Background: an optimization exercise with open tools, aiming at small area, a short achievable clock period and few clock cycles per item. Do not read the settings as production practice. At most, simulation tests tie the RTL to the original design; equivalence was not proved. No functional check of the RTL was part of run 1.

## flow/design.v (module list and top-level ports; edited modules follow where they fit)
// module ordered_sequence_hash_64_top: 975 lines
// module osh64_fa: 4 lines
// module osh64_ha: 4 lines
module ordered_sequence_hash_64_top (
  input  logic                             clk,
  input  logic                             rst_n,
  input  logic                             in_valid,
  output logic                             in_stall,
  input  logic                             in_cmd,
  input  logic [osh64_pkg::LEN_W-1:0]      in_seq_length,
  input  logic [osh64_pkg::HASH_W-1:0]     in_element_bits,
  output logic                             out_valid,
  input  logic                             out_stall,
  output logic [osh64_pkg::HASH_W-1:0]     out_hash
);
  // ...
==> flow/flow/run.sh <==
#!/bin/bash
set -euo pipefail
MARGIN=$(cat flow/margin.txt)
bash standard.sh SETUP_SLACK_MARGIN=$MARGIN finish > standard.log 2>&1
==> flow/flow/margin.txt <==
6
==> flow/standard.sh <==
#!/bin/bash
# synth_recipe.tcl (not shown) runs the flow's synth.tcl, then flattens the netlist and writes it again
# the make line also repeats each setting of config.mk as NAME=value (left out here)
make -C /OpenROAD-flow-scripts/flow DESIGN_CONFIG=/design/flow/config.mk WORK_HOME=/design/flow/orfs CLKGATE_MAP_FILE= SYNTH_SCRIPT=/design/flow/synth_recipe.tcl "${@:-finish}"
==> flow/config.mk <==
export PLATFORM = sky130hd
export DESIGN_NAME = ordered_sequence_hash_64_top
export DESIGN_NICKNAME = ordered_sequence_hash_64_top
export VERILOG_FILES = /design/flow/design.v
export SDC_FILE = /design/flow/constraint.sdc
export NUM_CORES = 4
export LEC_CHECK = 0
export ABC_CLOCK_PERIOD_IN_PS = 3000
export CAP_MARGIN = 20
export CORE_MARGIN = 2
export CORE_UTILIZATION = 40
export SLEW_MARGIN = 20
export SYNTH_HIERARCHICAL = 1
==> flow/constraint.sdc <==
create_clock -name core_clock -period 9.5 [get_ports {clk}]
set_input_delay 1.9000 -clock core_clock [delete_from_list [all_inputs] [get_ports {clk}]]
set_output_delay 1.9000 -clock core_clock [all_outputs]
set_load 0.01 [all_outputs]
==> qor.yml, run 1 <==
synth:
  synth.largest_area_cell: "sky130_fd_sc_hd__fa_1"
  yosys.cell_count.top_type: "sky130_fd_sc_hd__fa_1"
  fraction_of_post_synthesis_cell_area_in_the_top_cell_type_by_area_pct: 38.56
  synthesis.nets: 3523
die:
  core-area_mm2: 0.08541
  ios: 167
  floorplan.initialDensity_pct: 40.42
setup_path:
  cp_data_arrival_time_ps: 5050
  path_class: "register to register"
  crit_start: "s0_src[45]"
  critical_path.startpoint_type: "register"
  cp.required_ps: 9830
clock_tree:
  cts.repair_timing.setup_buffer_count: 337
outcome:
  status: "timing/DRC/antenna clean"
timing:
  max_clock_freq_mhz: 211.9
  finalMaxSlewViolations: 0
  final.period_utilization_pct: 49.69
  hold-worst-slack_ps: 470.5
route:
  first_iter_violations: 1652
  drcViolationCount: 0
  maxUsedRoutingLayer: "met5"
layout:
  final.fill_count: 6914
  n_all_buffers: 628
  dominant-cell-class: "multi-input gates"
  buffer_area_share_pct: 13.52
  ff_latch_area_mm2: 0.009087
  final_util_pct: 55.78
  seqAreaFraction_pct: 19.07
  final_common_cell: "sky130_fd_sc_hd__fa_1"
  sequential_cell_count_of_the_final_layout: 324
place:
  detailedPlacementHpwl_mm: 93.82
  pre_cts_ws_ps: 3957
flow_run:
  timing.max_cap.violations: 0
==> run 2, diff against run 1 <==
--- a/flow/design.v
+++ b/flow/design.v
@@ -24,32 +24,33 @@
   input  logic [osh64_pkg::LEN_W-1:0]      in_seq_length,
   input  logic [osh64_pkg::HASH_W-1:0]     in_element_bits,
   output logic                             out_valid,
   input  logic                             out_stall,
   output logic [osh64_pkg::HASH_W-1:0]     out_hash
 );
   localparam int unsigned HW = osh64_pkg::HASH_W;
   localparam int unsigned LW = osh64_pkg::HALF_W;
-  localparam int unsigned PW = 126;   
-  logic          sk_v, s0_v, s1_v, out_v;
-  logic          sk_cmd, s0_cmd, s1_cmd;
-  logic [HW-1:0] sk_src, s0_src;
-  logic [PW-1:0] s1_p;
+  logic          s0_v, s1_v, out_v;
+  logic          s0_cmd, s1_cmd;
+  logic [HW-1:0] s0_src;
+  logic [HW-1:0] s1_a, s1_b;
   logic [HW-1:0] out_hash_r;
   logic out_free, s1_adv, s0_adv, s0_ready, in_take;
   assign out_free = !out_v || !out_stall;
   assign s1_adv   = s1_v && out_free;
   assign s0_adv   = s0_v && (!s1_v || s1_adv);
   assign s0_ready = !s0_v || s0_adv;
-  assign in_stall = sk_v;
-  assign in_take  = in_valid && !sk_v;
   logic [HW-1:0] in_src;
   assign in_src = (in_cmd == osh64_pkg::CMD_START) ?
                   {{(HW-osh64_pkg::LEN_W){1'b0}}, in_seq_length} : in_element_bits;
+  logic          sk_v, sk_cmd;
+  logic [HW-1:0] sk_src;
+  assign in_stall = sk_v;
+  assign in_take  = in_valid && !sk_v;
   always_ff @(posedge clk) begin
     if (!rst_n) begin
       sk_v <= 1'b0;
     end else if (s0_ready) begin
       sk_v <= 1'b0;
     end else if (in_take) begin
       sk_v <= 1'b1;
     end
@@ -548,122 +549,122 @@
   osh64_fa u_fs739 (.a(src[18]), .b(nsrc[16]), .c(nsrc[14]), .s(fs739), .co(fc740));
   osh64_fa u_fs741 (.a(src[19]), .b(nsrc[17]), .c(nsrc[15]), .s(fs741), .co(fc742));
   osh64_ha u_hs743 (.a(src[13]), .b(nsrc[11]), .s(hs743), .co(hc744));
   osh64_fa u_fs745 (.a(src[20]), .b(nsrc[18]), .c(nsrc[16]), .s(fs745), .co(fc746));
   osh64_fa u_fs747 (.a(src[14]), .b(nsrc[12]), .c(nsrc[5]), .s(fs747), .co(fc748));
   osh64_ha u_hs749 (.a(nsrc[3]), .b(nsrc[1]), .s(hs749), .co(hc750));
   osh64_fa u_fs751 (.a(nsrc[17]), .b(src[15]), .c(nsrc[13]), .s(fs751), .co(fc752));
   osh64_fa u_fs753 (.a(nsrc[6]), .b(nsrc[4]), .c(nsrc[2]), .s(fs753), .co(fc754));
-  assign fs755 = ~(src[0] ^ hs429);
-  assign fc756 = src[0] | hs429;
+  assign fs755 = src[0] ^ 1'b1 ^ hs429;
+  assign fc756 = (src[0] & 1'b1) | (src[0] & hs429) | (1'b1 & hs429);
   osh64_fa u_fs757 (.a(src[16]), .b(nsrc[14]), .c(nsrc[7]), .s(fs757), .co(fc758));
   osh64_fa u_fs759 (.a(nsrc[5]), .b(nsrc[3]), .c(src[1]), .s(fs759), .co(fc760));
-  assign fs761 = ~(fs431 ^ hc430);
-  assign fc762 = fs431 | hc430;
+  assign fs761 = 1'b1 ^ fs431 ^ hc430;
+  assign fc762 = (1'b1 & fs431) | (1'b1 & hc430) | (fs431 & hc430);
   osh64_fa u_fs763 (.a(src[17]), .b(nsrc[15]), .c(nsrc[8]), .s(fs763), .co(fc764));
   osh64_fa u_fs765 (.a(nsrc[6]), .b(nsrc[4]), .c(src[2]), .s(fs765), .co(fc766));
   osh64_fa u_fs767 (.a(src[0]), .b(fs433), .c(fc432), .s(fs767), .co(fc768));
   osh64_fa u_fs769 (.a(nsrc[9]), .b(nsrc[7]), .c(nsrc[5]), .s(fs769), .co(fc770));
   osh64_fa u_fs771 (.a(src[3]), .b(src[1]), .c(fs435), .s(fs771), .co(fc772));
-  assign fs773 = ~(hs437 ^ fc434);
-  assign fc774 = hs437 | fc434;
+  assign fs773 = 1'b1 ^ hs437 ^ fc434;
+  assign fc774 = (1'b1 & hs437) | (1'b1 & fc434) | (hs437 & fc434);
   osh64_fa u_fs775 (.a(nsrc[8]), .b(nsrc[6]), .c(src[4]), .s(fs775), .co(fc776));
   osh64_fa u_fs777 (.a(src[2]), .b(fs439), .c(fs441), .s(fs777), .co(fc778));
-  assign fs779 = ~(fc436 ^ hc438);
-  assign fc780 = fc436 | hc438;
+  assign fs779 = 1'b1 ^ fc436 ^ hc438;
+  assign fc780 = (1'b1 & fc436) | (1'b1 & hc438) | (fc436 & hc438);
   osh64_fa u_fs781 (.a(nsrc[9]), .b(nsrc[7]), .c(src[5]), .s(fs781), .co(fc782));
   osh64_fa u_fs783 (.a(src[3]), .b(nsrc[0]), .c(fs443), .s(fs783), .co(fc784));
   osh64_fa u_fs785 (.a(fs445), .b(fc440), .c(fc442), .s(fs785), .co(fc786));
   osh64_fa u_fs787 (.a(src[6]), .b(src[4]), .c(nsrc[1]), .s(fs787), .co(fc788));
   osh64_fa u_fs789 (.a(fs447), .b(fs449), .c(hs451), .s(fs789), .co(fc790));
-  assign fs791 = ~(fc444 ^ fc446);
-  assign fc792 = fc444 | fc446;
+  assign fs791 = 1'b1 ^ fc444 ^ fc446;
+  assign fc792 = (1'b1 & fc444) | (1'b1 & fc446) | (fc444 & fc446);
   osh64_fa u_fs793 (.a(src[0]), .b(fs453), .c(fs455), .s(fs793), .co(fc794));
   osh64_fa u_fs795 (.a(fs457), .b(hs459), .c(fc448), .s(fs795), .co(fc796));
-  assign fs797 = ~(fc450 ^ hc452);
-  assign fc798 = fc450 | hc452;
+  assign fs797 = 1'b1 ^ fc450 ^ hc452;
+  assign fc798 = (1'b1 & fc450) | (1'b1 & hc452) | (fc450 & hc452);
   osh64_fa u_fs799 (.a(fs461), .b(fs463), .c(fs465), .s(fs799), .co(fc800));
   osh64_fa u_fs801 (.a(fs467), .b(fc454), .c(fc456), .s(fs801), .co(fc802));
-  assign fs803 = ~(fc458 ^ hc460);
-  assign fc804 = fc458 | hc460;
+  assign fs803 = 1'b1 ^ fc458 ^ hc460;
+  assign fc804 = (1'b1 & fc458) | (1'b1 & hc460) | (fc458 & hc460);
   osh64_fa u_fs805 (.a(fs469), .b(fs471), .c(fs473), .s(fs805), .co(fc806));
   osh64_fa u_fs807 (.a(fs475), .b(fc462), .c(fc464), .s(fs807), .co(fc808));
-  assign fs809 = ~(fc466 ^ fc468);
-  assign fc810 = fc466 | fc468;
+  assign fs809 = 1'b1 ^ fc466 ^ fc468;
+  assign fc810 = (1'b1 & fc466) | (1'b1 & fc468) | (fc466 & fc468);
   osh64_fa u_fs811 (.a(fs477), .b(fs479), .c(fs481), .s(fs811), .co(fc812));
   osh64_fa u_fs813 (.a(fs483), .b(fc470), .c(fc472), .s(fs813), .co(fc814));
-  assign fs815 = ~(fc474 ^ fc476);
-  assign fc816 = fc474 | fc476;
+  assign fs815 = 1'b1 ^ fc474 ^ fc476;
+  assign fc816 = (1'b1 & fc474) | (1'b1 & fc476) | (fc474 & fc476);
   osh64_fa u_fs817 (.a(fc108), .b(fs485), .c(fs487), .s(fs817), .co(fc818));
   osh64_fa u_fs819 (.a(fs489), .b(fs491), .c(fc478), .s(fs819), .co(fc820));
   osh64_fa u_fs821 (.a(fc480), .b(fc482), .c(fc484), .s(fs821), .co(fc822));
   osh64_fa u_fs823 (.a(fs493), .b(fs495), .c(fs497), .s(fs823), .co(fc824));
   osh64_fa u_fs825 (.a(fs499), .b(fc486), .c(fc488), .s(fs825), .co(fc826));
-  assign fs827 = ~(fc490 ^ fc492);
-  assign fc828 = fc490 | fc492;
+  assign fs827 = 1'b1 ^ fc490 ^ fc492;
+  assign fc828 = (1'b1 & fc490) | (1'b1 & fc492) | (fc490 & fc492);
   osh64_fa u_fs829 (.a(hc114), .b(fs501), .c(fs503), .s(fs829), .co(fc830));
   osh64_fa u_fs831 (.a(fs505), .b(fs507), .c(fc494), .s(fs831), .co(fc832));
   osh64_fa u_fs833 (.a(fc496), .b(fc498), .c(fc500), .s(fs833), .co(fc834));
   osh64_fa u_fs835 (.a(fc118), .b(fs509), .c(fs511), .s(fs835), .co(fc836));
   osh64_fa u_fs837 (.a(fs513), .b(fs515), .c(fc502), .s(fs837), .co(fc838));
   osh64_fa u_fs839 (.a(fc504), .b(fc506), .c(fc508), .s(fs839), .co(fc840));
   osh64_fa u_fs841 (.a(fs517), .b(fs519), .c(fs521), .s(fs841), .co(fc842));
   osh64_fa u_fs843 (.a(fs523), .b(fc510), .c(fc512), .s(fs843), .co(fc844));
-  assign fs845 = ~(fc514 ^ fc516);
-  assign fc846 = fc514 | fc516;
+  assign fs845 = 1'b1 ^ fc514 ^ fc516;
+  assign fc846 = (1'b1 & fc514) | (1'b1 & fc516) | (fc514 & fc516);
   osh64_fa u_fs847 (.a(fc128), .b(fs525), .c(fs527), .s(fs847), .co(fc848));
   osh64_fa u_fs849 (.a(fs529), .b(fs531), .c(fc518), .s(fs849), .co(fc850));
   osh64_fa u_fs851 (.a(fc520), .b(fc522), .c(fc524), .s(fs851), .co(fc852));
   osh64_fa u_fs853 (.a(fc134), .b(fs533), .c(fs535), .s(fs853), .co(fc854));
   osh64_fa u_fs855 (.a(fs537), .b(fs539), .c(fc526), .s(fs855), .co(fc856));
   osh64_fa u_fs857 (.a(fc528), .b(fc530), .c(fc532), .s(fs857), .co(fc858));
   osh64_fa u_fs859 (.a(fs541), .b(fs543), .c(fs545), .s(fs859), .co(fc860));
   osh64_fa u_fs861 (.a(fs547), .b(fc534), .c(fc536), .s(fs861), .co(fc862));
-  assign fs863 = ~(fc538 ^ fc540);
-  assign fc864 = fc538 | fc540;
+  assign fs863 = 1'b1 ^ fc538 ^ fc540;
+  assign fc864 = (1'b1 & fc538) | (1'b1 & fc540) | (fc538 & fc540);
   osh64_fa u_fs865 (.a(fs549), .b(fs551), .c(fs553), .s(fs865), .co(fc866));
   osh64_fa u_fs867 (.a(fs555), .b(fc542), .c(fc544), .s(fs867), .co(fc868));
-  assign fs869 = ~(fc546 ^ fc548);
-  assign fc870 = fc546 | fc548;
+  assign fs869 = 1'b1 ^ fc546 ^ fc548;
+  assign fc870 = (1'b1 & fc546) | (1'b1 & fc548) | (fc546 & fc548);
   osh64_fa u_fs871 (.a(fs557), .b(fs559), .c(fs561), .s(fs871), .co(fc872));
   osh64_fa u_fs873 (.a(fs563), .b(fc550), .c(fc552), .s(fs873), .co(fc874));
-  assign fs875 = ~(fc554 ^ fc556);
-  assign fc876 = fc554 | fc556;
+  assign fs875 = 1'b1 ^ fc554 ^ fc556;
+  assign fc876 = (1'b1 & fc554) | (1'b1 & fc556) | (fc554 & fc556);
   osh64_fa u_fs877 (.a(fc172), .b(fs565), .c(fs567), .s(fs877), .co(fc878));
   osh64_fa u_fs879 (.a(fs569), .b(fs571), .c(fc558), .s(fs879), .co(fc880));
   osh64_fa u_fs881 (.a(fc560), .b(fc562), .c(fc564), .s(fs881), .co(fc882));
   osh64_fa u_fs883 (.a(fs573), .b(fs575), .c(fs577), .s(fs883), .co(fc884));
   osh64_fa u_fs885 (.a(fs579), .b(fc566), .c(fc568), .s(fs885), .co(fc886));
-  assign fs887 = ~(fc570 ^ fc572);
-  assign fc888 = fc570 | fc572;
+  assign fs887 = 1'b1 ^ fc570 ^ fc572;
+  assign fc888 = (1'b1 & fc570) | (1'b1 & fc572) | (fc570 & fc572);
   osh64_fa u_fs889 (.a(hc194), .b(fs581), .c(fs583), .s(fs889), .co(fc890));
   osh64_fa u_fs891 (.a(fs585), .b(fs587), .c(fc574), .s(fs891), .co(fc892));
   osh64_fa u_fs893 (.a(fc576), .b(fc578), .c(fc580), .s(fs893), .co(fc894));
   osh64_fa u_fs895 (.a(fc206), .b(fs589), .c(fs591), .s(fs895), .co(fc896));
   osh64_fa u_fs897 (.a(fs593), .b(fs595), .c(fc582), .s(fs897), .co(fc898));
   osh64_fa u_fs899 (.a(fc584), .b(fc586), .c(fc588), .s(fs899), .co(fc900));
   osh64_fa u_fs901 (.a(fc218), .b(fs597), .c(fs599), .s(fs901), .co(fc902));
   osh64_fa u_fs903 (.a(fs601), .b(fs603), .c(fc590), .s(fs903), .co(fc904));
   osh64_fa u_fs905 (.a(fc592), .b(fc594), .c(fc596), .s(fs905), .co(fc906));
   osh64_fa u_fs907 (.a(fs605), .b(fs607), .c(fs609), .s(fs907), .co(fc908));
   osh64_fa u_fs909 (.a(fs611), .b(fc598), .c(fc600), .s(fs909), .co(fc910));
-  assign fs911 = ~(fc602 ^ fc604);
-  assign fc912 = fc602 | fc604;
+  assign fs911 = 1'b1 ^ fc602 ^ fc604;
+  assign fc912 = (1'b1 & fc602) | (1'b1 & fc604) | (fc602 & fc604);
   osh64_fa u_fs913 (.a(fs613), .b(fs615), .c(fs617), .s(fs913), .co(fc914));
   osh64_fa u_fs915 (.a(fs619), .b(fc606), .c(fc608), .s(fs915), .co(fc916));
-  assign fs917 = ~(fc610 ^ fc612);
-  assign fc918 = fc610 | fc612;
+  assign fs917 = 1'b1 ^ fc610 ^ fc612;
+  assign fc918 = (1'b1 & fc610) | (1'b1 & fc612) | (fc610 & fc612);
   osh64_fa u_fs919 (.a(fc254), .b(fs621), .c(fs623), .s(fs919), .co(fc920));
   osh64_fa u_fs921 (.a(fs625), .b(fs627), .c(fc614), .s(fs921), .co(fc922));
   osh64_fa u_fs923 (.a(fc616), .b(fc618), .c(fc620), .s(fs923), .co(fc924));
   osh64_fa u_fs925 (.a(fs629), .b(fs631), .c(fs633), .s(fs925), .co(fc926));
   osh64_fa u_fs927 (.a(fs635), .b(fc622), .c(fc624), .s(fs927), .co(fc928));
-  assign fs929 = ~(fc626 ^ fc628);
-  assign fc930 = fc626 | fc628;
+  assign fs929 = 1'b1 ^ fc626 ^ fc628;
+  assign fc930 = (1'b1 & fc626) | (1'b1 & fc628) | (fc626 & fc628);
   osh64_fa u_fs931 (.a(fc278), .b(fs637), .c(fs639), .s(fs931), .co(fc932));
   osh64_fa u_fs933 (.a(fs641), .b(fs643), .c(fc630), .s(fs933), .co(fc934));
   osh64_fa u_fs935 (.a(fc632), .b(fc634), .c(fc636), .s(fs935), .co(fc936));
   osh64_fa u_fs937 (.a(fc290), .b(fs645), .c(fs647), .s(fs937), .co(fc938));
   osh64_fa u_fs939 (.a(fs649), .b(fs651), .c(fc638), .s(fs939), .co(fc940));
   osh64_fa u_fs941 (.a(fc640), .b(fc642), .c(fc644), .s(fs941), .co(fc942));
   osh64_fa u_fs943 (.a(fc302), .b(fs653), .c(fs655), .s(fs943), .co(fc944));
   osh64_fa u_fs945 (.a(fs657), .b(fs659), .c(fc646), .s(fs945), .co(fc946));
@@ -677,30 +678,30 @@
   osh64_fa u_fs961 (.a(fc338), .b(fs677), .c(fs679), .s(fs961), .co(fc962));
   osh64_fa u_fs963 (.a(fs681), .b(fs683), .c(fc670), .s(fs963), .co(fc964));
   osh64_fa u_fs965 (.a(fc672), .b(fc674), .c(fc676), .s(fs965), .co(fc966));
   osh64_fa u_fs967 (.a(fc350), .b(fs685), .c(fs687), .s(fs967), .co(fc968));
   osh64_fa u_fs969 (.a(fs689), .b(fs691), .c(fc678), .s(fs969), .co(fc970));
   osh64_fa u_fs971 (.a(fc680), .b(fc682), .c(fc684), .s(fs971), .co(fc972));
   osh64_fa u_fs973 (.a(fs693), .b(fs695), .c(fs697), .s(fs973), .co(fc974));
   osh64_fa u_fs975 (.a(fs699), .b(fc686), .c(fc688), .s(fs975), .co(fc976));
-  assign fs977 = ~(fc690 ^ fc692);
-  assign fc978 = fc690 | fc692;
+  assign fs977 = 1'b1 ^ fc690 ^ fc692;
+  assign fc978 = (1'b1 & fc690) | (1'b1 & fc692) | (fc690 & fc692);
   osh64_fa u_fs979 (.a(fs701), .b(fs703), .c(fs705), .s(fs979), .co(fc980));
   osh64_fa u_fs981 (.a(fs707), .b(fc694), .c(fc696), .s(fs981), .co(fc982));
-  assign fs983 = ~(fc698 ^ fc700);
-  assign fc984 = fc698 | fc700;
+  assign fs983 = 1'b1 ^ fc698 ^ fc700;
+  assign fc984 = (1'b1 & fc698) | (1'b1 & fc700) | (fc698 & fc700);
   osh64_fa u_fs985 (.a(fs709), .b(fs711), .c(fs713), .s(fs985), .co(fc986));
   osh64_fa u_fs987 (.a(fs715), .b(fc702), .c(fc704), .s(fs987), .co(fc988));
-  assign fs989 = ~(fc706 ^ fc708);
-  assign fc990 = fc706 | fc708;
+  assign fs989 = 1'b1 ^ fc706 ^ fc708;
+  assign fc990 = (1'b1 & fc706) | (1'b1 & fc708) | (fc706 & fc708);
   osh64_fa u_fs991 (.a(fs717), .b(fs719), .c(fs721), .s(fs991), .co(fc992));
   osh64_fa u_fs993 (.a(fs723), .b(fc710), .c(fc712), .s(fs993), .co(fc994));
-  assign fs995 = ~(fc714 ^ fc716);
-  assign fc996 = fc714 | fc716;
+  assign fs995 = 1'b1 ^ fc714 ^ fc716;
+  assign fc996 = (1'b1 & fc714) | (1'b1 & fc716) | (fc714 & fc716);
   osh64_fa u_fs997 (.a(fc410), .b(fs725), .c(fs727), .s(fs997), .co(fc998));
   osh64_fa u_fs999 (.a(fs729), .b(fs731), .c(fc718), .s(fs999), .co(fc1000));
   osh64_fa u_fs1001 (.a(fc720), .b(fc722), .c(fc724), .s(fs1001), .co(fc1002));
   assign fs1003 = fc422 ^ fs733 ^ fs734;
   assign fs1004 = fs735 ^ fs736 ^ fc726;
   assign fs1005 = fc728 ^ fc730 ^ fc732;
   osh64_ha u_hs1006 (.a(src[6]), .b(nsrc[4]), .s(hs1006), .co(hc1007));
   osh64_ha u_hs1008 (.a(src[7]), .b(nsrc[5]), .s(hs1008), .co(hc1009));
@@ -717,25 +718,25 @@
   osh64_ha u_hs1030 (.a(src[7]), .b(nsrc[5]), .s(hs1030), .co(hc1031));
   osh64_fa u_fs1032 (.a(src[14]), .b(nsrc[12]), .c(nsrc[10]), .s(fs1032), .co(fc1033));
   osh64_ha u_hs1034 (.a(src[8]), .b(nsrc[6]), .s(hs1034), .co(hc1035));
   osh64_fa u_fs1036 (.a(src[15]), .b(nsrc[13]), .c(nsrc[11]), .s(fs1036), .co(fc1037));
   osh64_fa u_fs1038 (.a(src[9]), .b(nsrc[7]), .c(nsrc[0]), .s(fs1038), .co(fc1039));
   osh64_fa u_fs1040 (.a(src[16]), .b(nsrc[14]), .c(nsrc[12]), .s(fs1040), .co(fc1041));
   osh64_fa u_fs1042 (.a(src[10]), .b(nsrc[8]), .c(nsrc[1]), .s(fs1042), .co(fc1043));
   osh64_fa u_fs1044 (.a(src[11]), .b(nsrc[9]), .c(nsrc[2]), .s(fs1044), .co(fc1045));
-  assign fs1046 = ~(nsrc[0] ^ fs737);
-  assign fc1047 = nsrc[0] | fs737;
+  assign fs1046 = nsrc[0] ^ 1'b1 ^ fs737;
+  assign fc1047 = (nsrc[0] & 1'b1) | (nsrc[0] & fs737) | (1'b1 & fs737);
   osh64_fa u_fs1048 (.a(src[12]), .b(nsrc[10]), .c(nsrc[3]), .s(fs1048), .co(fc1049));
   osh64_fa u_fs1050 (.a(nsrc[1]), .b(fs739), .c(fc738), .s(fs1050), .co(fc1051));
   osh64_fa u_fs1052 (.a(nsrc[4]), .b(nsrc[2]), .c(nsrc[0]), .s(fs1052), .co(fc1053));
   osh64_fa u_fs1054 (.a(fs741), .b(hs743), .c(fc740), .s(fs1054), .co(fc1055));
   osh64_fa u_fs1056 (.a(fs745), .b(fs747), .c(hs749), .s(fs1056), .co(fc1057));
-  assign fs1058 = ~(fc742 ^ hc744);
-  assign fc1059 = fc742 | hc744;
+  assign fs1058 = 1'b1 ^ fc742 ^ hc744;
+  assign fc1059 = (1'b1 & fc742) | (1'b1 & hc744) | (fc742 & hc744);
   osh64_fa u_fs1060 (.a(fs751), .b(fs753), .c(fs755), .s(fs1060), .co(fc1061));
   osh64_fa u_fs1062 (.a(fc746), .b(fc748), .c(hc750), .s(fs1062), .co(fc1063));
   osh64_fa u_fs1064 (.a(fs757), .b(fs759), .c(fs761), .s(fs1064), .co(fc1065));
   osh64_fa u_fs1066 (.a(fc752), .b(fc754), .c(fc756), .s(fs1066), .co(fc1067));
   osh64_fa u_fs1068 (.a(fs763), .b(fs765), .c(fs767), .s(fs1068), .co(fc1069));
   osh64_fa u_fs1070 (.a(fc758), .b(fc760), .c(fc762), .s(fs1070), .co(fc1071));
   osh64_fa u_fs1072 (.a(fs769), .b(fs771), .c(fs773), .s(fs1072), .co(fc1073));
   osh64_fa u_fs1074 (.a(fc764), .b(fc766), .c(fc768), .s(fs1074), .co(fc1075));
@@ -872,24 +873,24 @@
   osh64_fa u_fs1334 (.a(fs1204), .b(fs1206), .c(fc1201), .s(fs1334), .co(fc1335));
   osh64_fa u_fs1336 (.a(fs1208), .b(fs1210), .c(fc1205), .s(fs1336), .co(fc1337));
   osh64_fa u_fs1338 (.a(fs1212), .b(fs1214), .c(fc1209), .s(fs1338), .co(fc1339));
   osh64_fa u_fs1340 (.a(fs1216), .b(fs1218), .c(fc1213), .s(fs1340), .co(fc1341));
   osh64_fa u_fs1342 (.a(fs1220), .b(fs1222), .c(fc1217), .s(fs1342), .co(fc1343));
   osh64_fa u_fs1344 (.a(fs1224), .b(fs1226), .c(fc1221), .s(fs1344), .co(fc1345));
   assign fs1346 = fs1228 ^ fs1229 ^ fc1225;
   osh64_ha u_hs1347 (.a(src[4]), .b(nsrc[2]), .s(hs1347), .co(hc1348));
-  assign fs1349 = ~(nsrc[1] ^ hs1230);
-  assign fc1350 = nsrc[1] | hs1230;
-  assign fs1351 = ~(fs1232 ^ hc1231);
-  assign fc1352 = fs1232 | hc1231;
+  assign fs1349 = nsrc[1] ^ 1'b1 ^ hs1230;
+  assign fc1350 = (nsrc[1] & 1'b1) | (nsrc[1] & hs1230) | (1'b1 & hs1230);
+  assign fs1351 = 1'b1 ^ fs1232 ^ hc1231;
+  assign fc1352 = (1'b1 & fs1232) | (1'b1 & hc1231) | (fs1232 & hc1231);
   osh64_fa u_fs1353 (.a(hc1007), .b(fs1234), .c(fc1233), .s(fs1353), .co(fc1354));
   osh64_fa u_fs1355 (.a(hc1009), .b(fs1236), .c(fc1235), .s(fs1355), .co(fc1356));
-  assign fs1357 = ~(fs1238 ^ fc1237);
-  assign fc1358 = fs1238 | fc1237;
+  assign fs1357 = 1'b1 ^ fs1238 ^ fc1237;
+  assign fc1358 = (1'b1 & fs1238) | (1'b1 & fc1237) | (fs1238 & fc1237);
   osh64_fa u_fs1359 (.a(hc1015), .b(fs1240), .c(fc1239), .s(fs1359), .co(fc1360));
   osh64_fa u_fs1361 (.a(hc1019), .b(fs1242), .c(fc1241), .s(fs1361), .co(fc1362));
   osh64_fa u_fs1363 (.a(hc1023), .b(fs1244), .c(fc1243), .s(fs1363), .co(fc1364));
   osh64_fa u_fs1365 (.a(hc1027), .b(fs1246), .c(fc1245), .s(fs1365), .co(fc1366));
   osh64_fa u_fs1367 (.a(hc1031), .b(fs1248), .c(fc1247), .s(fs1367), .co(fc1368));
   osh64_fa u_fs1369 (.a(hc1035), .b(fs1250), .c(fc1249), .s(fs1369), .co(fc1370));
   osh64_fa u_fs1371 (.a(fc1039), .b(fs1252), .c(fc1251), .s(fs1371), .co(fc1372));
   osh64_fa u_fs1373 (.a(fc1043), .b(fs1254), .c(fc1253), .s(fs1373), .co(fc1374));
@@ -934,35 +935,37 @@
   osh64_fa u_fs1451 (.a(fc1199), .b(fs1332), .c(fc1331), .s(fs1451), .co(fc1452));
   osh64_fa u_fs1453 (.a(fc1203), .b(fs1334), .c(fc1333), .s(fs1453), .co(fc1454));
   osh64_fa u_fs1455 (.a(fc1207), .b(fs1336), .c(fc1335), .s(fs1455), .co(fc1456));
   osh64_fa u_fs1457 (.a(fc1211), .b(fs1338), .c(fc1337), .s(fs1457), .co(fc1458));
   osh64_fa u_fs1459 (.a(fc1215), .b(fs1340), .c(fc1339), .s(fs1459), .co(fc1460));
   osh64_fa u_fs1461 (.a(fc1219), .b(fs1342), .c(fc1341), .s(fs1461), .co(fc1462));
   osh64_fa u_fs1463 (.a(fc1223), .b(fs1344), .c(fc1343), .s(fs1463), .co(fc1464));
   assign fs1465 = fc1227 ^ fs1346 ^ fc1345;
-  logic [PW-1:0] s1_p_nxt;
-  assign s1_p_nxt = {fc1464, fs1465, fc1462, fs1463, fc1460, fs1461, fc1458, fs1459, fc1456, fs1457, fc1454, fs1455, fc1452, fs1453, fc1450, fs1451, fc1448, fs1449, fc1446, fs1447, fc1444, fs1445, fc1442, fs1443, fc1440, fs1441, fc1438, fs1439, fc1436, fs1437, fc1434, fs1435, fc1432, fs1433, fc1430, fs1431, fc1428, fs1429, fc1426, fs1427, fc1424, fs1425, fc1422, fs1423, fc1420, fs1421, fc1418, fs1419, fc1416, fs1417, fc1414, fs1415, fc1412, fs1413, fc1410, fs1411, fc1408, fs1409, fc1406, fs1407, fc1404, fs1405, fc1402, fs1403, fc1400, fs1401, fc1398, fs1399, fc1396, fs1397, fc1394, fs1395, fc1392, fs1393, fc1390, fs1391, fc1388, fs1389, fc1386, fs1387, fc1384, fs1385, fc1382, fs1383, fc1380, fs1381, fc1378, fs1379, fc1376, fs1377, fc1374, fs1375, fc1372, fs1373, fc1370, fs1371, fc1368, fs1369, fc1366, fs1367, fc1364, fs1365, fc1362, fs1363, fc1360, fs1361, fc1358, fs1359, fc1356, fs1357, fc1354, fs1355, fc1352, fs1353, fc1350, fs1351, hc1348, fs1349, hs1347, nsrc[0], nsrc[1], src[3], nsrc[0], src[2], src[1], src[0]};
+  logic [HW-1:0] row_a, row_b;
+  assign row_a = {fs1465, fs1463, fs1461, fs1459, fs1457, fs1455, fs1453, fs1451, fs1449, fs1447, fs1445, fs1443, fs1441, fs1439, fs1437, fs1435, fs1433, fs1431, fs1429, fs1427, fs1425, fs1423, fs1421, fs1419, fs1417, fs1415, fs1413, fs1411, fs1409, fs1407, fs1405, fs1403, fs1401, fs1399, fs1397, fs1395, fs1393, fs1391, fs1389, fs1387, fs1385, fs1383, fs1381, fs1379, fs1377, fs1375, fs1373, fs1371, fs1369, fs1367, fs1365, fs1363, fs1361, fs1359, fs1357, fs1355, fs1353, fs1351, fs1349, nsrc[0], src[3], src[2], src[1], src[0]};
+  assign row_b = {fc1464, fc1462, fc1460, fc1458, fc1456, fc1454, fc1452, fc1450, fc1448, fc1446, fc1444, fc1442, fc1440, fc1438, fc1436, fc1434, fc1432, fc1430, fc1428, fc1426, fc1424, fc1422, fc1420, fc1418, fc1416, fc1414, fc1412, fc1410, fc1408, fc1406, fc1404, fc1402, fc1400, fc1398, fc1396, fc1394, fc1392, fc1390, fc1388, fc1386, fc1384, fc1382, fc1380, fc1378, fc1376, fc1374, fc1372, fc1370, fc1368, fc1366, fc1364, fc1362, fc1360, fc1358, fc1356, fc1354, fc1352, fc1350, hc1348, hs1347, nsrc[1], nsrc[0], 1'b1, 1'b1};
   always_ff @(posedge clk) begin
     if (!rst_n) begin
       s1_v <= 1'b0;
     end else if (!s1_v || s1_adv) begin
       s1_v <= s0_adv;
     end
   end
   always_ff @(posedge clk) begin
     if (s0_adv) begin
       s1_cmd <= s0_cmd;
-      s1_p   <= s1_p_nxt;
+      s1_a   <= row_a;
+      s1_b   <= row_b;
     end
   end
-  logic [HW-1:0] row_a, row_b, lcg, x1, x2, x3;
-  assign row_a = {s1_p[124], s1_p[122], s1_p[120], s1_p[118], s1_p[116], s1_p[114], s1_p[112], s1_p[110], s1_p[108], s1_p[106], s1_p[104], s1_p[102], s1_p[100], s1_p[98], s1_p[96], s1_p[94], s1_p[92], s1_p[90], s1_p[88], s1_p[86], s1_p[84], s1_p[82], s1_p[80], s1_p[78], s1_p[76], s1_p[74], s1_p[72], s1_p[70], s1_p[68], s1_p[66], s1_p[64], s1_p[62], s1_p[60], s1_p[58], s1_p[56], s1_p[54], s1_p[52], s1_p[50], s1_p[48], s1_p[46], s1_p[44], s1_p[42], s1_p[40], s1_p[38], s1_p[36], s1_p[34], s1_p[32], s1_p[30], s1_p[28], s1_p[26], s1_p[24], s1_p[22], s1_p[20], s1_p[18], s1_p[16], s1_p[14], s1_p[12], s1_p[10], s1_p[8], s1_p[6], s1_p[4], s1_p[2], s1_p[1], s1_p[0]};
-  assign row_b = {s1_p[125], s1_p[123], s1_p[121], s1_p[119], s1_p[117], s1_p[115], s1_p[113], s1_p[111], s1_p[109], s1_p[107], s1_p[105], s1_p[103], s1_p[101], s1_p[99], s1_p[97], s1_p[95], s1_p[93], s1_p[91], s1_p[89], s1_p[87], s1_p[85], s1_p[83], s1_p[81], s1_p[79], s1_p[77], s1_p[75], s1_p[73], s1_p[71], s1_p[69], s1_p[67], s1_p[65], s1_p[63], s1_p[61], s1_p[59], s1_p[57], s1_p[55], s1_p[53], s1_p[51], s1_p[49], s1_p[47], s1_p[45], s1_p[43], s1_p[41], s1_p[39], s1_p[37], s1_p[35], s1_p[33], s1_p[31], s1_p[29], s1_p[27], s1_p[25], s1_p[23], s1_p[21], s1_p[19], s1_p[17], s1_p[15], s1_p[13], s1_p[11], s1_p[9], s1_p[7], s1_p[5], s1_p[3], 1'b1, 1'b1};
-  assign lcg = row_a + row_b;
+  logic [HW-1:0] lcg, x1, x2, x3;
+  localparam logic [HW-1:0] POL_A = 64'h0000000000000000;
+  localparam logic [HW-1:0] POL_B = 64'h0000000000000000;
+  assign lcg = (s1_a ^ POL_A) + (s1_b ^ POL_B);
   assign x1  = lcg ^ (lcg >> osh64_pkg::MIX_SH_A);
   assign x2  = x1 ^ (x1 << osh64_pkg::MIX_SH_B);
   assign x3  = x2 ^ (x2 >> osh64_pkg::MIX_SH_C);
   localparam int unsigned TW = LW + osh64_pkg::JOIN_SH_A;
   logic [LW-1:0] acc_hi, top;
   logic [TW-1:0] t1, t2;
   logic [HW-1:0] joined, hash_nxt;
   always_comb begin
==> flow/run.sh (new file) <==
#!/bin/bash
# synth_recipe.tcl (not shown) runs the flow's synth.tcl, then flattens the netlist and writes it again
# the make line also repeats each setting of config.mk as NAME=value (left out here)
make -C /OpenROAD-flow-scripts/flow DESIGN_CONFIG=/design/flow/config.mk WORK_HOME=/design/flow/orfs CLKGATE_MAP_FILE= SYNTH_SCRIPT=/design/flow/synth_recipe.tcl finish
==> flow/config.mk (replaced) <==
export PLATFORM = sky130hd
export DESIGN_NAME = ordered_sequence_hash_64_top
export DESIGN_NICKNAME = ordered_sequence_hash_64_top
export VERILOG_FILES = /design/flow/design.v
export SDC_FILE = /design/flow/constraint.sdc
export NUM_CORES = 4
export LEC_CHECK = 0
export CAP_MARGIN = 20
export CORE_MARGIN = 2
export CORE_UTILIZATION = 40
export SLEW_MARGIN = 20
export SYNTH_HIERARCHICAL = 1
removed: flow/flow/run.sh
removed: flow/flow/margin.txt
removed: flow/standard.sh
==> qor.yml, run 2 <==
outcome:
  status: "timing/DRC/antenna clean"  # unchanged
layout:
  finish.net_count: 3688  # was 4117
  area.growth.synth_to_final_pct: 12.82  # was 37.99%
  final.fill_count: 7754  # was 6914
  layout.cell_area.non_filler_mm2: 0.03906  # was 0.04764 mm²
  commonest_non_fill_non_tap_cells_in_the_layout: "665 x sky130_fd_sc_hd__fa_1, 256 x sky130_fd_sc_hd__edfxtp_1, 240 x sky130_fd_sc_hd__xnor2_1"  # was 484 x sky130_fd_sc_hd__fa_1, 259 x sky130_fd_sc_hd__buf_4, 256 x sky130_fd_sc_hd__edfxtp_1
  final_util_pct: 45.73  # was 55.78%
  layout_cell_share_with_drive_strength_beyond_1_pct: 9.277  # was 38.66%
  final_common_cell: "sky130_fd_sc_hd__fa_1"  # unchanged
die:
  fp.dieArea_mm2: 0.08892  # was 0.08868 mm²
  core-area_mm2: 0.08541  # unchanged
  dieWidth_um: 298.2  # was 297.8 µm
  placement_rows: 107  # unchanged
  ios: 167  # unchanged
  die_height_um: 298.2  # was 297.8 µm
  floorplan.initialDensity_pct: 40.53  # was 40.42%
timing:
  setup_viol: 0  # unchanged
  timing.final.crit_period_ps: 5481  # was 4720 ps
  hold_violations: 0  # unchanged
  max_clock_freq_mhz: 182.4  # was 211.9 MHz
  final.period_utilization_pct: 57.70  # was 49.69%
  tightest_slew_ps: 1150  # was 1203 ps
  setup_tns_ps: 0  # unchanged
  finalMaxSlewViolations: 0  # unchanged
  slew_headroom_pct: 23.28  # was 19.50%
  grt_setup_unrepaired: "false"  # was true
  fin_skew_ps: 25.41  # was 32.65 ps
clock_tree:
  cts_tree: "built"  # unchanged
  cts.repair_timing.setup_buffer_count: 0  # was 337
  cts_num_sinks: 324  # unchanged
  max_buffers_root_to_sink: 3  # unchanged
  cts_root_buffer: "sky130_fd_sc_hd__clkbuf_16"  # unchanged
  cts-buffers-inserted: 40  # unchanged
  holdBufCountCts: 0  # unchanged
  post_cts_resized: 0  # was 719
  cts-htree-levels: 2  # unchanged
  clkLatencyLatePin_ps: 580  # was 590 ps
  clk_pin_slew_ps: 60  # about the same
setup_path:
  reg2reg_depth: 13  # was 14
  worst-path-max-fanout: 8  # was 2
  worstPathCellList: "inv_1 -> fa_1 -> fa_1 -> fa_1 -> fa_1 -> fa_1 -> fa_1 -> xnor2_1 -> xnor2_1 -> xnor2_1 -> xnor2_1 -> xnor2_1 -> xnor2_1"  # was clkinvlp_4 -> buf_6 -> fa_1 -> fa_1 -> fa_1 -> fa_1 -> fa_1 -> fa_2 -> xnor2_2 -> xnor2_1 -> xnor2_1 -> xnor2_1 -> xnor2_1 -> xnor2_1
  worst_path_max_delay_cell: "sky130_fd_sc_hd__edfxtp_1"  # was sky130_fd_sc_hd__fa_1
  delay_of_the_slowest_critical_path_stage_ps: 740  # was 520 ps
  path_class: "register to register"  # unchanged
  cp.required_ps: 9810  # was 9830 ps
  cp_data_arrival_time_ps: 5790  # was 5050 ps
  critical_path.reg2reg.startpoint: "s0_src[28]"  # was s0_src[45]
  reg2reg_to: "s1_a[63]"  # was s1_p[124]
  crit_end_category: "register"  # unchanged
  critical_path.startpoint_type: "register"  # unchanged
synth:
  fraction_of_post_synthesis_cell_area_in_the_top_cell_type_by_area_pct: 38.45  # was 38.56%
  yosys.cell_count.top_type: "sky130_fd_sc_hd__fa_1"  # unchanged
  synth.largest_area_cell: "sky130_fd_sc_hd__fa_1"  # unchanged
  fraction_of_synthesis_flops_using_an_asynchronous_set_or_reset_pin_pct: 0  # unchanged
  synthesis.nets: 3519  # was 3523
  postSynth.topFlopCell: "sky130_fd_sc_hd__edfxtp_1"  # unchanged
  seq_area_frac_synth_pct: 26.14  # was 26.21%
  synth_commonest_cells: "665 x sky130_fd_sc_hd__fa_1, 256 x sky130_fd_sc_hd__edfxtp_1, 240 x sky130_fd_sc_hd__xnor2_1, 182 x sky130_fd_sc_hd__inv_1, 140 x sky130_fd_sc_hd__a21oi_1"  # was 665 x sky130_fd_sc_hd__fa_1, 264 x sky130_fd_sc_hd__xnor2_1, 256 x sky130_fd_sc_hd__edfxtp_1, 187 x sky130_fd_sc_hd__inv_1, 127 x sky130_fd_sc_hd__a21oi_1
  netlist-cell-type-count: 90  # was 87
  syn_area_mm2: 0.03462  # was 0.03453 mm²
  synth_cells: 2635  # was 2639
  ys_warn_count: 7  # unchanged
  synth_top_cells_by_area: "sky130_fd_sc_hd__fa_1 38%, sky130_fd_sc_hd__edfxtp_1 22%, sky130_fd_sc_hd__xnor2_1 6.1%"  # was sky130_fd_sc_hd__fa_1 39%, sky130_fd_sc_hd__edfxtp_1 22%, sky130_fd_sc_hd__xnor2_1 6.7%
  number_of_enable_flip_flop_cells_after_synthesis: 256  # unchanged
  avgSynthCellArea_um2: 13.14  # was 13.08 µm²
  postSynthRegisterBits: 324  # unchanged
place:
  placement.io_buffers: 166  # unchanged
  finalWeightedCongestion: 1.015  # was 1.032
  dpl_cell_area_mm2: 0.03771  # was 0.03834 mm²
  detailedPlacementHpwl_mm: 92.45  # was 93.82 mm
global_routing:
  antenna_found_initial: 2  # unchanged
  gr-usage-all-layers_pct: 26.58  # was 29.00%
  global_route.overflow_total: 0  # unchanged
  global_route_wire_length_before_repair_mm: 171.2  # was 186.0 mm
  grt_pass1_vias: 24590  # was 26860
  grt_start_max_net_pins: 83  # was 80
route:
  post_drt_via_cell_ratio: 5.544  # was 5.569
  detail_route.wl_per_cell_um: 28.99  # was 29.06 µm
  drcViolationCount: 0  # unchanged
  first_iter_violations: 1603  # was 1652
  drt_wl_total_mm: 115.4  # was 128.0 mm
  final_antenna_net_count: 0  # unchanged
  vias: 22070  # was 24540
  drt-pass1-iter-count: 5  # unchanged
worst_hold_path:
  min_path_type: "register to register"  # unchanged
  hold_path_startpoint: "out_hash_r[2]"  # was s0_cmd
  worst_hold_path.endpoint: "out_hash_r[2]"  # was s1_cmd
  min_path_cells: 2  # was 0
flow_run:
  timing.max_cap.violations: 0  # unchanged
run 2: cell types whose count changed after synthesis, moves of 6 or more:
cell	previous run	this run
sky130_fd_sc_hd__xor2_1	82	90
sky130_fd_sc_hd__a21oi_1	127	140
sky130_fd_sc_hd__clkbuf_1	56	49
sky130_fd_sc_hd__o21bai_1	12	5
sky130_fd_sc_hd__nor2_1	83	107
sky130_fd_sc_hd__buf_2	11	25
sky130_fd_sc_hd__xor3_1	4	11
sky130_fd_sc_hd__mux2i_1	21	15
sky130_fd_sc_hd__xnor2_1	264	240
sky130_fd_sc_hd__nor3_1	27	15
sky130_fd_sc_hd__nand2_1	94	110
sky130_fd_sc_hd__o21ai_1	8	17
sky130_fd_sc_hd__o21ai_0	108	81
run 2: cell families after synthesis:
group,Yosys count,synth area share [%]
AOI/OAI and AO/OA,400,7.564
xor gates and xnor gates,389,12.03
adders and majority gates,783,42.72
buffers and inverters,264,2.953
DFF,324,26.14
muxes,113,3.621
and+or+nand+nor,362,4.976
run 2: metrics by stage:
step / hold WS [ps] / setup WS, ps / instances
2_1_floorplan: 400.3 / 442.0 / 2635
3_3_place_gp: 473.4 / 3838 / 3906
3_5_place_dp: 486.6 / 3996 / 3906
4_1_cts: 494.6 / 3988 / 3979
5_1_grt: 514.4 / 3750 / 3979
6_report: 493.6 / 4019 / 3980
run 2: worst max-delay path by stage:
| stage | slack (ps) | start | cells after the start | end |
|---|---|---|---|---|
| after floorplan | 440 | out_stall | 3 | sk_cmd |
| after global placement | 3840 | s0_src[26] | 13 | s1_a[63] |
| after detailed placement | 4000 | s0_src[26] | 13 | s1_a[63] |
| after CTS | 3990 | s0_src[26] | 13 | s1_a[63] |
| after global routing | 3750 | s0_src[25] | 13 | s1_a[63] |
| final | 4020 | s0_src[28] | 13 | s1_a[63] |
run 2: cell type report:
| class | instances | area (µm²) | share of cell area (%) |
|---|---|---|---|
| clock inverters | 21 | 206.4 | 0.5285 |
| inverters | 184 | 690.7 | 1.768 |
| multi-input cells | 2047 | 24570 | 62.91 |
| well taps | 1144 | 1431 | 3.665 |
| diodes | 1 | 2.502 | 0.006407 |
| clock buffers | 52 | 1139 | 2.915 |
| repair buffers | 207 | 1967 | 5.036 |
| flip-flops and latches | 324 | 9052 | 23.18 |
run 2: modules after synthesis, one instance, submodules excluded:
module / copies in the design / cell area (µm²)
ordered_sequence_hash_64_top: 1 / 20950
osh64_fa: 665 / 20.02
osh64_ha: 29 / 12.51
run 2: per-layer routing:
metal	GRT usage [%]	wire, µm	vias up
li1	-	-	9274
met1	33.88	46910	11620
met2	43.90	54900	904
met3	4.893	7050	269
met4	12.57	6533	0
met5	0	0	-
run 2: critical path, delay by kind of cell, from the launching register on:
family | cells | cell delay (ps)
adder cells (fa/ha/maj) | 6 | 3110
flip-flops | 1 | 740
XOR/XNOR | 6 | 940
buffers and inverters | 1 | 440
Testbench counts of run 2, summed over its fixed seeds: cycles 12,024, items 12,000.

## re-timing with driven ports
How much do the figures lean on ideal ports? The routed layouts below were timed once more, with nothing changed but the port constraints.
Step 1 (the two cells are an assumption about what drives the block):
set clk [get_ports {clk}]
set_driving_cell -lib_cell sky130_fd_sc_hd__clkbuf_16 $clk
set_driving_cell -lib_cell sky130_fd_sc_hd__buf_2 [delete_from_list [all_inputs] $clk]
Step 2 moves the port delays by t, midway between the first and last clock arrival at a register: inputs arrive t later, outputs are due t later. That takes back most of the time a late clock gives input paths.
Slacks: ideal ports / drivers / drivers and shift; pairs: ideal ports / drivers.
run	t (ns)	slack for setup (ns)	worst setup path after step 2	latest minus earliest clock arrival (ns)	pins driven straight from the clock port
run 1	0.645	4.780 / 4.780 / 4.780	register to register	0.033 / 0.033	1
run 2	0.635	4.019 / 4.019 / 4.019	register to register	0.026 / 0.027	1
After both steps setup and hold are still met in every run listed.
